This is an optimization exercise on Yosys and OpenROAD, whose aim is small area, a short achievable clock period and few clock cycles, not a production implementation.
Only simulation tests tie the RTL to the original design; equivalence was not proved.

==> flow/design.v <==
package cnn_pkg;
   typedef enum logic [2:0] {S_IDLE, S_LOAD_K, S_FETCH, S_WRITE, S_ERR, S_DONE} state_e;
   function automatic integer k_taps(input integer k);
      k_taps = k * k;
   endfunction
   function automatic logic signed [63:0] sat_hi(input integer w);
      sat_hi = (64'sd1 <<< (w - 1)) - 64'sd1;
   endfunction
   function automatic logic signed [63:0] sat_lo(input integer w);
      sat_lo = -(64'sd1 <<< (w - 1));
   endfunction
endpackage
module cnn_mac_sat
#(
   parameter int DATA_W = 16,
   parameter int ACC_W  = 40
) (
   input  logic              clk_i,
   input  logic              rst_ni,
   input  logic              clr_i,
   input  logic              en_i,
   input  logic [DATA_W-1:0] pix_i,
   input  logic [DATA_W-1:0] ker_i,
   input  logic [4:0]        shift_i,
   output logic [DATA_W-1:0] res_o
);
   localparam logic signed [63:0] HI = cnn_pkg::sat_hi(DATA_W);
   localparam logic signed [63:0] LO = cnn_pkg::sat_lo(DATA_W);
   logic signed [2*DATA_W-1:0] pix_x, ker_x, prod;
   logic signed [ACC_W-1:0]    acc_q, acc_d, acc_sh;
   logic signed [63:0]         wide;
   logic [DATA_W-1:0]          sat;
   assign pix_x  = {{DATA_W{pix_i[DATA_W-1]}}, pix_i};
   assign ker_x  = {{DATA_W{ker_i[DATA_W-1]}}, ker_i};
   assign prod   = pix_x * ker_x;
   assign acc_d  = clr_i ? '0 : en_i ? acc_q + {{(ACC_W-2*DATA_W){prod[2*DATA_W-1]}}, prod} : acc_q;
   assign acc_sh = acc_q >>> shift_i;
   assign wide   = {{(64-ACC_W){acc_sh[ACC_W-1]}}, acc_sh};
   assign sat    = wide > HI ? HI[DATA_W-1:0] : wide < LO ? LO[DATA_W-1:0] : wide[DATA_W-1:0];
   assign res_o  = sat;
   always_ff @(posedge clk_i or negedge rst_ni) begin
      if (!rst_ni) acc_q <= '0;
      else acc_q <= acc_d;
   end
endmodule
module cnn_conv_engine
#(
   parameter int DATA_W = 16,
   parameter int ADDR_W = 12,
   parameter int DIM_W  = 8,
   parameter int K      = 3,
   parameter int ACC_W  = 40
) (
   input  logic              clk_i,
   input  logic              rst_ni,
   input  logic              start_i,
   input  logic [ADDR_W-1:0] img_base_i,
   input  logic [ADDR_W-1:0] ker_base_i,
   input  logic [ADDR_W-1:0] out_base_i,
   input  logic [DIM_W-1:0]  img_w_i,
   input  logic [DIM_W-1:0]  img_h_i,
   input  logic [4:0]        shift_i,
   output logic              mem_rd_req_o,
   output logic              mem_wr_req_o,
   output logic [ADDR_W-1:0] mem_addr_o,
   output logic [DATA_W-1:0] mem_wdata_o,
   input  logic [DATA_W-1:0] mem_rdata_i,
   input  logic              mem_ready_i,
   output logic              busy_o,
   output logic              done_o,
   output logic              err_o
);
   localparam int K_TAPS = cnn_pkg::k_taps(K);
   localparam int TW = K_TAPS > 1 ? $clog2(K_TAPS) : 1;
   localparam int KW = K > 1 ? $clog2(K) : 1;
   localparam int WW = ADDR_W + 2 * DIM_W;
   localparam logic [TW-1:0]    TAP_LAST = TW'(K_TAPS - 1);
   localparam logic [KW-1:0]    K_LAST   = KW'(K - 1);
   localparam logic [DIM_W-1:0] K_DIM    = DIM_W'(K);
   localparam logic [DIM_W-1:0] K_M1     = DIM_W'(K - 1);
   cnn_pkg::state_e            state_q;
   logic [ADDR_W-1:0] img_base_q, ker_base_q, out_base_q;
   logic [DIM_W-1:0]  img_w_q, ow_q, oh_q, ox_q, oy_q;
   logic [4:0]        shift_q;
   logic [TW-1:0]     tap_q;
   logic [KW-1:0]     kx_q, ky_q;
   logic [DATA_W-1:0] ker_q [K_TAPS];
   logic              busy_q, done_q, err_q;
   logic              bad_dims, last_out, mac_clr, mac_en;
   logic [DATA_W-1:0] mac_res;
   assign bad_dims     = img_w_i < K_DIM || img_h_i < K_DIM;
   assign last_out     = ox_q == ow_q - 1'b1 && oy_q == oh_q - 1'b1;
   assign mem_rd_req_o = state_q == cnn_pkg::S_LOAD_K || state_q == cnn_pkg::S_FETCH;
   assign mem_wr_req_o = state_q == cnn_pkg::S_WRITE;
   assign mem_addr_o   = state_q == cnn_pkg::S_LOAD_K ? ker_base_q + ADDR_W'(tap_q)
                       : state_q == cnn_pkg::S_FETCH  ? img_base_q + ADDR_W'((WW'(oy_q) + WW'(ky_q)) * WW'(img_w_q) + WW'(ox_q) + WW'(kx_q))
                       : state_q == cnn_pkg::S_WRITE  ? out_base_q + ADDR_W'(WW'(oy_q) * WW'(ow_q) + WW'(ox_q))
                       : '0;
   assign mem_wdata_o  = mem_wr_req_o ? mac_res : '0;
   assign busy_o       = busy_q;
   assign done_o       = done_q;
   assign err_o        = err_q;
   assign mac_clr = mem_ready_i && ((state_q == cnn_pkg::S_LOAD_K && tap_q == TAP_LAST) || state_q == cnn_pkg::S_WRITE);
   assign mac_en  = mem_ready_i && state_q == cnn_pkg::S_FETCH;
   cnn_mac_sat #(.DATA_W(DATA_W), .ACC_W(ACC_W)) u_mac (
      .clk_i   (clk_i),
      .rst_ni  (rst_ni),
      .clr_i   (mac_clr),
      .en_i    (mac_en),
      .pix_i   (mem_rdata_i),
      .ker_i   (ker_q[tap_q]),
      .shift_i (shift_q),
      .res_o   (mac_res)
   );
   always_ff @(posedge clk_i or negedge rst_ni) begin
      if (!rst_ni) begin
         state_q    <= cnn_pkg::S_IDLE;
         img_base_q <= '0;
         ker_base_q <= '0;
         out_base_q <= '0;
         img_w_q    <= '0;
         ow_q       <= '0;
         oh_q       <= '0;
         ox_q       <= '0;
         oy_q       <= '0;
         shift_q    <= '0;
         tap_q      <= '0;
         kx_q       <= '0;
         ky_q       <= '0;
         busy_q     <= 1'b0;
         done_q     <= 1'b0;
         err_q      <= 1'b0;
         for (int i = 0; i < K_TAPS; i++) ker_q[i] <= '0;
      end else begin
         done_q <= 1'b0;
         case (state_q)
            cnn_pkg::S_IDLE: if (start_i) begin
               img_base_q <= img_base_i;
               ker_base_q <= ker_base_i;
               out_base_q <= out_base_i;
               img_w_q    <= img_w_i;
               ow_q       <= img_w_i - K_M1;
               oh_q       <= img_h_i - K_M1;
               shift_q    <= shift_i;
               tap_q      <= '0;
               kx_q       <= '0;
               ky_q       <= '0;
               ox_q       <= '0;
               oy_q       <= '0;
               busy_q     <= 1'b1;
               err_q      <= bad_dims;
               state_q    <= bad_dims ? cnn_pkg::S_ERR : cnn_pkg::S_LOAD_K;
            end
            cnn_pkg::S_LOAD_K: if (mem_ready_i) begin
               ker_q[tap_q] <= mem_rdata_i;
               tap_q        <= tap_q == TAP_LAST ? '0 : tap_q + 1'b1;
               if (tap_q == TAP_LAST) state_q <= cnn_pkg::S_FETCH;
            end
            cnn_pkg::S_FETCH: if (mem_ready_i) begin
               tap_q <= tap_q == TAP_LAST ? '0 : tap_q + 1'b1;
               kx_q  <= kx_q == K_LAST ? '0 : kx_q + 1'b1;
               if (kx_q == K_LAST) ky_q <= ky_q == K_LAST ? '0 : ky_q + 1'b1;
               if (tap_q == TAP_LAST) state_q <= cnn_pkg::S_WRITE;
            end
            cnn_pkg::S_WRITE: if (mem_ready_i) begin
               ox_q    <= ox_q == ow_q - 1'b1 ? '0 : ox_q + 1'b1;
               if (ox_q == ow_q - 1'b1) oy_q <= oy_q + 1'b1;
               state_q <= last_out ? cnn_pkg::S_DONE : cnn_pkg::S_FETCH;
               done_q  <= last_out;
            end
            cnn_pkg::S_ERR: begin
               state_q <= cnn_pkg::S_DONE;
               done_q  <= 1'b1;
            end
            cnn_pkg::S_DONE: begin
               state_q <= cnn_pkg::S_IDLE;
               busy_q  <= 1'b0;
            end
            default: state_q <= cnn_pkg::S_IDLE;
         endcase
      end
   end
endmodule
==> flow/run.sh <==
#!/bin/bash
# synth_recipe.tcl (not shown) runs the flow's synth.tcl, then flattens the netlist and writes it again
# the make line also repeats each setting of config.mk as NAME=value (left out here)
make -C /OpenROAD-flow-scripts/flow DESIGN_CONFIG=/design/flow/config.mk WORK_HOME=/design/flow/orfs CLKGATE_MAP_FILE= SYNTH_SCRIPT=/design/flow/synth_recipe.tcl finish
==> flow/config.mk <==
export PLATFORM = sky130hd
export DESIGN_NAME = cnn_conv_engine
export DESIGN_NICKNAME = cnn_conv_engine
export VERILOG_FILES = /design/flow/design.v
export SDC_FILE = /design/flow/constraint.sdc
export NUM_CORES = 4
export LEC_CHECK = 0
export CAP_MARGIN = 20
export CORE_MARGIN = 2
export CORE_UTILIZATION = 40
export PLACE_DENSITY = 0.6
export SLEW_MARGIN = 20
==> flow/constraint.sdc <==
create_clock -name core_clock -period 10.5 [get_ports {clk_i}]
set_input_delay 2.1000 -clock core_clock [delete_from_list [all_inputs] [get_ports {clk_i}]]
set_output_delay 2.1000 -clock core_clock [all_outputs]
set_load 0.01 [all_outputs]
==> summary.txt <==
==> cells in the mapped netlist (all sizes together), types with 29 or more instances <==
| cell | count | area share |
|---|---|---|
| ha | 199 | 0.079 |
| xor2 | 64 | 0.018 |
| and2 | 217 | 0.043 |
| xnor2 | 99 | 0.027 |
| inv | 470 | 0.056 |
| clkbuf | 138 | 0.016 |
| a21oi | 115 | 0.019 |
| a22oi | 71 | 0.017 |
| o21ai | 172 | 0.028 |
| dfrtp | 278 | 0.22 |
| mux2 | 176 | 0.063 |
| nor2 | 105 | 0.013 |
| mux4 | 29 | 0.021 |
| nand2 | 441 | 0.052 |
| mux2i | 31 | 0.0098 |
| a21o | 43 | 0.010 |
| fa | 363 | 0.23 |
| nand3 | 39 | 0.0062 |
==> through the flow <==
stage	hold slack, ns	TNS (ns)	cells
after floorplan	0.452	0	3363
after global placement	0.470	0	4474
after detailed placement	0.484	-0.0218	4474
after CTS	0.496	0	4534
after global routing	0.509	0	4534
final	0.494	0	4534
==> cell usage in the layout (no fill, tap or decap), types with 15 or more instances in the layout <==
cell type	netlist	layout
xnor2_1	99	99
a21oi_1	111	110
nand4_1	27	27
nand2_1	441	440
clkdlybuf4s50_1	0	108
dfrtp_1	278	275
mux4_2	25	25
nand2b_1	19	19
a22oi_1	71	71
a21o_1	43	43
ha_1	199	199
xor2_1	64	64
fa_1	363	363
nor2b_1	17	17
o21ai_0	160	160
mux2_2	175	174
buf_4	6	114
nor3_1	18	17
and3_1	23	22
o21a_1	16	15
inv_1	469	469
clkbuf_16	0	35
nor2_1	104	104
mux2i_1	31	31
and2_1	217	209
nand3_1	39	38
==> worst max path at each step <==
stage                              start               to  slack (ns)  cells after the start
after floorplan           mem_rdata_i[6]  u_mac.acc_q[37]        0.73                     32
after global placement    mem_rdata_i[5]  u_mac.acc_q[36]      0.0005                     32
after detailed placement  mem_rdata_i[5]  u_mac.acc_q[36]       -0.02                     32
after CTS                       tap_q[1]  u_mac.acc_q[36]        0.34                     37
after global routing      mem_rdata_i[6]  u_mac.acc_q[37]       0.003                     33
final                     mem_rdata_i[5]  u_mac.acc_q[37]        0.45                     32
==> cell families after synthesis <==
kind of cell,synth area share
xor+xnor,0.0459
compound gates,0.109
flops,0.220
fa+ha+maj,0.309
simple gates,0.143
buf+inv,0.0780
mux,0.0939
==> worst reg2reg max path, delay by kind of cell (launching register included) <==
kind	cells	cell delay (ns)
xor gates and xnor gates	2	0.24
AOI/OAI and AO/OA	11	2.14
muxes	1	0.43
buffers and inverters	5	0.31
adders and majority gates	9	3.97
DFF	1	0.40
and+or+nand+nor	9	2.31
==> sequential cells by signal, summed over array words and instances (netlist names) <==
signal / flops
busy_q: 1
done_q: 1
err_q: 1
img_base_q: 12
img_w_q: 7
ker_base_q: 12
ker_q: 144
kx_q: 2
ky_q: 2
oh_q: 8
out_base_q: 12
ow_q: 8
ox_q: 8
oy_q: 8
shift_q: 5
state_q: 3
tap_q: 4
u_mac.acc_q: 40
==> per-layer routing <==
layer  part of all wire  wire [um]  vias to the layer above  global-route usage
li1                   -          -                    11212                   -
met1               0.45      36200                    12029               0.274
met2               0.50      40000                      420               0.346
met3              0.034       2740                       86              0.0180
met4              0.019       1520                        0              0.0448
met5                  0          0                        -                   0
==> cell type report <==
class	instances	area, um^2
Clock buffer	47	1000
Clock inverter	13	194
Fill cell	7637	43200
Inverter	473	1780
Multi-Input combinational cell	2449	22200
Sequential cell	278	6960
Tap cell	1050	1310
Timing Repair Buffer	224	1970
==> key figures <==
Run status
  • Status: complete, no violations

Setup path
  • R2r endpoint: u_mac.acc_q[37]
  • R2R depth: 37
  • Critical Path End Type: register
  • Worst path max stage delay: around 0.68 ns
  • CP most frequent cell: fa_1
  • Critical path's top delay family: adder cells
  • Startpoint class of the critical path: input port
  • Critical path peak fanout: 4
  • Worst r2r src: tap_q[1]
  • WP data required: roughly 11 ns
  • Buf/Inv on CP: 5
  • Crit path DAT: roughly 11 ns
  • WS Path Type: input port to register
  • R2R setup slack: 0.63 ns
  • Slowest CP cell: or4b_2

Placement
  • Routability congestion estimate from global placement: around 0.85
  • HPWL Detailed: 61900 um
  • Pre-CTS setup slack: -0.0213 ns
  • Post-DP Area: around 34000 um^2
  • IO Port Bufs: ~110

Logic synthesis
  • Sequential area share after synthesis: 0.220
  • FFs w/ async S/R, synth: 1.00
  • EDFF count, synth: 0
  • Post-Synthesis Cells: between 3000 and 4000
  • Cell Area, Synth: between 30000 and 40000 um^2
  • Ys Warns: 4
  • Synth Flop Type: dfrtp_1
  • Synth Register Bits: about 280
  • Syn_area_per_cell: roughly 9.4 um^2
  • Syn nets: approximately 4000
  • Post-synthesis cell type count: 80

STA
  • Final setup viols: 0
  • Post-route minimum period: approximately 10 ns
  • Worst-margin pin slew: approximately 1.1 ns
  • Pins Over Slew Limit: 0
  • Worst relative slew slack: 0.251
  • Clock Skew: just under 0.04 ns
  • Fmax: about 99 MHz
  • Post-route setup slack: about 0.45 ns
  • Tcrit/Tclk final: 0.957
  • Final count of hold timing violations: 0
  • RSZ-0062 raised after global routing: false

Global routing
  • First-pass GRT wire length: approximately 130000 um
  • Initial antenna violation count: 0
  • Largest net degree at the start of global routing: between 70 and 80
  • Number of global-route vias before repair: around 24000
  • GR Overflow Total: 0
  • Total GRT Usage: 0.201

Final layout
  • Layout cells sized above 1: 0.120
  • Layout area overhead: 12.2%
  • Nets: about 4000
  • Post-route cell area: 35400 um^2
  • # diodes: 0
  • Final core utilization: 0.450

Route
  • # DRC: 0
  • WL final: a little over 80000 um
  • Initial drt markers: around 1500
  • Via Count: approximately 24000
  • Wire per inst: 17.8 um
  • TritonRoute pass-1 iters: 5
  • Vias/cell: ~5.2
  • Antenna viol nets, final: 0

Floorplanning
  • Starting Density: 0.402
  • Rows: between 100 and 150
  • Total Die Area: 81200 um^2
  • I/O pin count: between 100 and 150
  • Die span in x: 285 um
  • Die height: approximately 280 um
  • Core Box Area: between 70000 and 80000 um^2

Clocking
  • Clock latency at the later pin of the worst-skew pair: between 0.5 and 0.6 ns
  • Worst-case clock buffer depth: 3
  • H-tree Lvls: 2
  • TritonCTS Sinks: between 200 and 300
  • CTS Hold Buffers Added: 0
  • Num CTS Buffers: 34
  • Post_cts resized: 0
  • CTS tree: done
  • Reg clk slew, reported paths: about 0.06 ns
  • Postcts setup bufs: 0
  • Root Buffer Master: clkbuf_16

Min path
  • Hold_sp: ker_base_q[11]
  • Worst Hold Depth: 2
  • Worst Hold End: ker_base_q[11]
  • Min-delay worst type: register to register

Flow run
  • Max cap viols: 0
Testbench counts, summed over its fixed seeds: cycles 166,566.

==> afterwards: timing with drivers on the ports <==
The flow's constraints put no driver on any port. The routed layout listed below was extracted and timed again, unchanged, in two steps.
Step 1 (the two cells are an assumption about what drives the block):
set clk [get_ports {clk_i}]
set_driving_cell -lib_cell sky130_fd_sc_hd__clkbuf_16 $clk
set_driving_cell -lib_cell sky130_fd_sc_hd__buf_2 [delete_from_list [all_inputs] $clk]
Step 2 times the ports against the registers' clock, not the clock port: input delays grow and output delays shrink by t, the midpoint of the rising clock arrivals with the driver on.
a / b / c = ideal ports / drivers / drivers and shift; a / b = the first two.
shift t [ns]: 0.593
setup WS [ns]: 0.447 / 0.471 / -0.122
worst setup path at the end: input to register
worst data-port slew with drivers (ns): 0.06
pins driven straight from the clock port: 1
With both steps, setup timing fails in this run, where it was met with ideal ports. For this run, drivers alone change the setup slack by +0.024 ns; drivers and shift together by -0.569 ns.
